Source: an optimization exercise on an open RTL-to-GDS flow (aim: small area, a short achievable clock period and few clock cycles per item). Production flows keep margins and buffers that such runs may drop.
Where RTL was checked, it was by simulation tests only, not by an equivalence proof against the original.
Power figures rest on the tool's default switching activity, not on a simulated workload.

Setup of 12-27:
==> flow/design.v (excerpt) <==
module positional_list_engine_core (
	input  logic          clk,
	input  logic          arst_n,
	input  logic          s_axis_tvalid,
	output logic          s_axis_tready,
	input  logic [39:0]   s_axis_tdata,
	input  logic [2:0]    s_axis_tuser,
	output logic          m_axis_tvalid,
	input  logic          m_axis_tready,
	output logic [103:0]  m_axis_tdata,
	output logic [1:0]    m_axis_tuser
);
	localparam int N = 16;
	logic        skid_v;
	logic [2:0]  skid_op;
	logic [4:0]  skid_pos;
	logic [31:0] skid_word;
	logic        cmd_v;
	logic [2:0]  op;
	logic [4:0]  pos;
	logic [31:0] word;
	assign s_axis_tready = !skid_v;
	assign cmd_v = skid_v || s_axis_tvalid;
	assign op    = skid_v ? skid_op : s_axis_tuser;
	assign pos   = skid_v ? skid_pos : s_axis_tdata[4:0];
	assign word  = skid_v ? skid_word : s_axis_tdata[36:5];
	logic        m_valid_q;
	logic [31:0] rd_q;
	logic [4:0]  cnt_q;
	logic [31:0] last_q;
	logic [1:0]  st_q;
	logic exec;
	assign exec = cmd_v && (!m_valid_q || m_axis_tready);
	logic is_app, is_ins, is_rd, is_dl, is_dp;
	logic full, empty, one, pos_ge_n, pos_ge_n1;
	logic ins, del, rd_ok;
	logic [1:0] st_d;
	logic [4:0] cnt_d;
	assign is_app = (op == ple_pkg::OP_APPEND);
	assign is_ins = (op == ple_pkg::OP_INSERT);
	assign is_rd  = (op == ple_pkg::OP_READ);
	assign is_dl  = (op == ple_pkg::OP_DEL_LAST);
	assign is_dp  = (op == ple_pkg::OP_DEL_POS);
	logic [N-1:0] vq;
	logic [N+1:0] vx;
	assign vx = {2'b00, vq};
	assign full      = vq[N-1];
	assign empty     = !vq[0];
	assign one       = vq[0] && !vq[1];
  ...
export LEC_CHECK = 0
export CAP_MARGIN = 20
export CORE_MARGIN = 2
export CORE_UTILIZATION = 35
export PLACE_DENSITY = 0.45
export SETUP_SLACK_MARGIN = 2.5
export SLEW_MARGIN = 20
create_clock -name core_clock -period 6.0 [get_ports {clk}]
standard.sh (not shown) runs the stock make flow with config.mk's settings and CLKGATE_MAP_FILE= SYNTH_SCRIPT=/design/flow/synth_recipe.tcl, a recipe that flattens the netlist after the stock synthesis.
==> flow/flow/run.sh <==
#!/bin/bash
set -euo pipefail
cd "$(dirname "$0")/.."
bash standard.sh synth > synth.log 2>&1
bash standard.sh "BUFFER_PORTS_ARGS=-buffer_cell sky130_fd_sc_hd__buf_2" MATCH_CELL_FOOTPRINT=0 finish > layout.log 2>&1
Input changes introduced in 11-13 (baseline for comparison: 12-27):
- SETUP_SLACK_MARGIN: 2.5 -> unset
- CORE_UTILIZATION: 35 -> 40
- PLACE_DENSITY: 0.45 -> unset
==> flow/run.sh (new file) <==
#!/bin/bash
# synth_recipe.tcl (not shown) runs the flow's synth.tcl, then flattens the netlist and writes it again
# the make line also repeats each setting of config.mk as NAME=value (left out here)
make -C /OpenROAD-flow-scripts/flow DESIGN_CONFIG=/design/flow/config.mk WORK_HOME=/design/flow/orfs CLKGATE_MAP_FILE= SYNTH_SCRIPT=/design/flow/synth_recipe.tcl finish
removed: flow/flow/run.sh
removed: flow/standard.sh
==> comparison <==
Diff 12-27 -> 11-13 | setup slack at placement | decrease of 0.20 ns
Relative to 12-27, 11-13 improves wire length after detailed routing.
Between 11-13 and 12-27, it is 11-13 whose number of buffers inserted by post-CTS setup repair is lower, by 70.
For 12-27, the worst min-delay path class was in -> async, unlike 11-13, where it was reg -> reg.
Comparing 12-27 and 11-13, total number of nets in the final design is higher on 12-27.
Function was not checked in any run of this note: the RTL went through the layout flow alone.

== run A ==
Another version of the RTL of positional_list_engine_core (not shown whole).
Size in the first run: about 2300 cells after synthesis, about 160 I/O pins, about 31000 sq um of cells after synthesis.
## positional_list_engine_core
module positional_list_engine_core (
	input  logic          clk,
	input  logic          arst_n,
	input  logic          s_axis_tvalid,
	output logic          s_axis_tready,
	input  logic [39:0]   s_axis_tdata,
	input  logic [2:0]    s_axis_tuser,
	output logic          m_axis_tvalid,
	input  logic          m_axis_tready,
	output logic [103:0]  m_axis_tdata,
	output logic [1:0]    m_axis_tuser
);
==> flow/config.mk <==
export PLATFORM = sky130hd
export DESIGN_NAME = positional_list_engine_core
export DESIGN_NICKNAME = positional_list_engine_core
export VERILOG_FILES = /design/flow/design.v
export SDC_FILE = /design/flow/constraint.sdc
export NUM_CORES = 4
export LEC_CHECK = 0
export CAP_MARGIN = 20
export CELL_PAD_IN_SITES_DETAIL_PLACEMENT = 1
export CORE_MARGIN = 2
export CORE_UTILIZATION = 35
export PLACE_DENSITY = 0.6
export SETUP_SLACK_MARGIN = 3.1
export SLEW_MARGIN = 20
export SYNTH_HIERARCHICAL = 1
==> flow/constraint.sdc <==
create_clock -name core_clock -period 6.0 [get_ports {clk}]
set_input_delay 1.2000 -clock core_clock [delete_from_list [all_inputs] [get_ports {clk}]]
set_output_delay 1.2000 -clock core_clock [all_outputs]
set_load 0.01 [all_outputs]
==> flow/flow/run.sh <==
#!/bin/bash
set -euo pipefail
cd "$(dirname "$0")/.."
bash standard.sh synth > synth.log 2>&1
bash standard.sh "BUFFER_PORTS_ARGS=-buffer_cell sky130_fd_sc_hd__buf_2" MATCH_CELL_FOOTPRINT=0 \
	"CTS_ARGS=-sink_clustering_enable -repair_clock_nets -sink_clustering_size 40 -sink_clustering_max_diameter 70 -dont_use_dummy_load" \
	finish > layout.log 2>&1
Run A has completed all stages; timing, DRC and antenna checks passed.
Testbench counts of run A, summed over its fixed seeds: cycles 12,016, items 12,000.
Modified inputs, run B compared to run A
==> flow/flow/run.sh <==
#!/bin/bash
set -euo pipefail
cd "$(dirname "$0")/.."
bash standard.sh synth > synth.log 2>&1
bash standard.sh "BUFFER_PORTS_ARGS=-buffer_cell sky130_fd_sc_hd__buf_2" MATCH_CELL_FOOTPRINT=0 finish > layout.log 2>&1
-- flow/config.mk --
<<< run A, line 10
export CORE_MARGIN = 2
export CORE_UTILIZATION = 35
export PLACE_DENSITY = 0.6
export SETUP_SLACK_MARGIN = 3.1
export SLEW_MARGIN = 20
>>> run B, line 10
export CORE_MARGIN = 2
export CORE_UTILIZATION = 35
export CTS_BUF_LIST = sky130_fd_sc_hd__clkbuf_8
export PLACE_DENSITY = 0.45
export SETUP_SLACK_MARGIN = 3.1
export SLEW_MARGIN = 20
==> comparison <==
Result for run B and run A: all clean
Changes observed in run B relative to run A: number of buffers inserted during clock tree synthesis went up; number of flops mapped to enable cells by yosys neither gained nor lost much.
Looking at minimum setup slack in the final design across run B and run A, the one that comes out higher is run A.
Of run B and run A, run A shows the lower non-clock buffer count, with run B above it.
Input-level comparison between run C and run B:
==> flow/flow/run.sh <==
#!/bin/bash
set -euo pipefail
cd "$(dirname "$0")/.."
bash standard.sh synth > synth.log 2>&1
bash standard.sh "BUFFER_PORTS_ARGS=-buffer_cell sky130_fd_sc_hd__buf_2" MATCH_CELL_FOOTPRINT=0 \
	"CTS_ARGS=-sink_clustering_enable -repair_clock_nets -sink_clustering_size 40 -sink_clustering_max_diameter 70 -dont_use_dummy_load" \
	finish > layout.log 2>&1
-- flow/config.mk --
<<< run B, line 10
export CORE_MARGIN = 2
export CORE_UTILIZATION = 35
export CTS_BUF_LIST = sky130_fd_sc_hd__clkbuf_8
export PLACE_DENSITY = 0.45
export SETUP_SLACK_MARGIN = 3.1
>>> run C, line 10
export CORE_MARGIN = 2
export CORE_UTILIZATION = 35
export PLACE_DENSITY = 0.45
export SETUP_SLACK_MARGIN = 3.1
==> comparison <==
Area after synthesis: run C vs run B, no meaningful difference
Between run C and run B, it is run C whose post-detailed-routing wire length is lower, by 1.2%.
Between run C and run B, share of total power in combinational logic is higher for run C, run B comes in under that.
Inputs modified between run C and run D:
==> flow/flow/run.sh <==
#!/bin/bash
set -euo pipefail
cd "$(dirname "$0")/.."
bash standard.sh synth > synth.log 2>&1
bash standard.sh "BUFFER_PORTS_ARGS=-buffer_cell sky130_fd_sc_hd__buf_2" MATCH_CELL_FOOTPRINT=0 finish > layout.log 2>&1
-- flow/config.mk --
<<< run C, line 10
export CORE_MARGIN = 2
export CORE_UTILIZATION = 35
export PLACE_DENSITY = 0.45
export SETUP_SLACK_MARGIN = 3.1
>>> run D, line 10
export CORE_MARGIN = 2
export CORE_UTILIZATION = 35
export CTS_CLUSTER_DIAMETER = 70
export CTS_CLUSTER_SIZE = 40
export PLACE_DENSITY = 0.45
export SETUP_SLACK_MARGIN = 3.1
### Flow results
Buffering overhead ends up lower on run D.
Run D vs. run C: wire length of the first global-routing pass went down by 1000 um, clock buffer and inverter area fraction after layout went up, internal portion of total power up 5.0%.
When run D is set beside run C, its transition time at the pin with the least slew margin turns out to be 0.048 ns larger.

## afterwards: timing with drivers on the ports
No port has a modelled driver above. Below, the same layouts with a new extraction and two added sets of constraints. Step 1 (the two cells are an assumption about what drives the block):
set clk [get_ports {clk}]
set_driving_cell -lib_cell sky130_fd_sc_hd__clkbuf_16 $clk
set_driving_cell -lib_cell sky130_fd_sc_hd__buf_2 [delete_from_list [all_inputs] $clk]
Step 2, shift: input delay + t, output delay - t, t = (earliest + latest rising clock arrival at the registers) / 2. This alone moves slack from input paths to output paths. a / b / c = ideal ports / drivers / drivers and shift; a / b = the first two.
| run | shift t [ns] | setup slack, ns | worst slew at a driven data input, ns |
|---|---|---|---|
| 12-27 | 0.718 | 2.406 / 2.445 / 1.726 | 0.06 |
| 11-13 | 0.703 | 0.956 / 0.997 / 0.294 | 0.08 |
| run A | 0.675 | 3.058 / 3.018 / 2.555 | 0.06 |
| run B | 0.818 | 2.988 / 2.987 / 2.194 | 0.04 |
| run C | 0.681 | 3.018 / 2.987 / 2.433 | 0.04 |
| run D | 0.704 | 3.016 / 2.984 / 2.464 | 0.04 |
After both steps every run listed still meets setup and hold. The setup slack of run B, which loses most, moves by -0.001 ns with the drivers and by -0.794 ns with both steps.
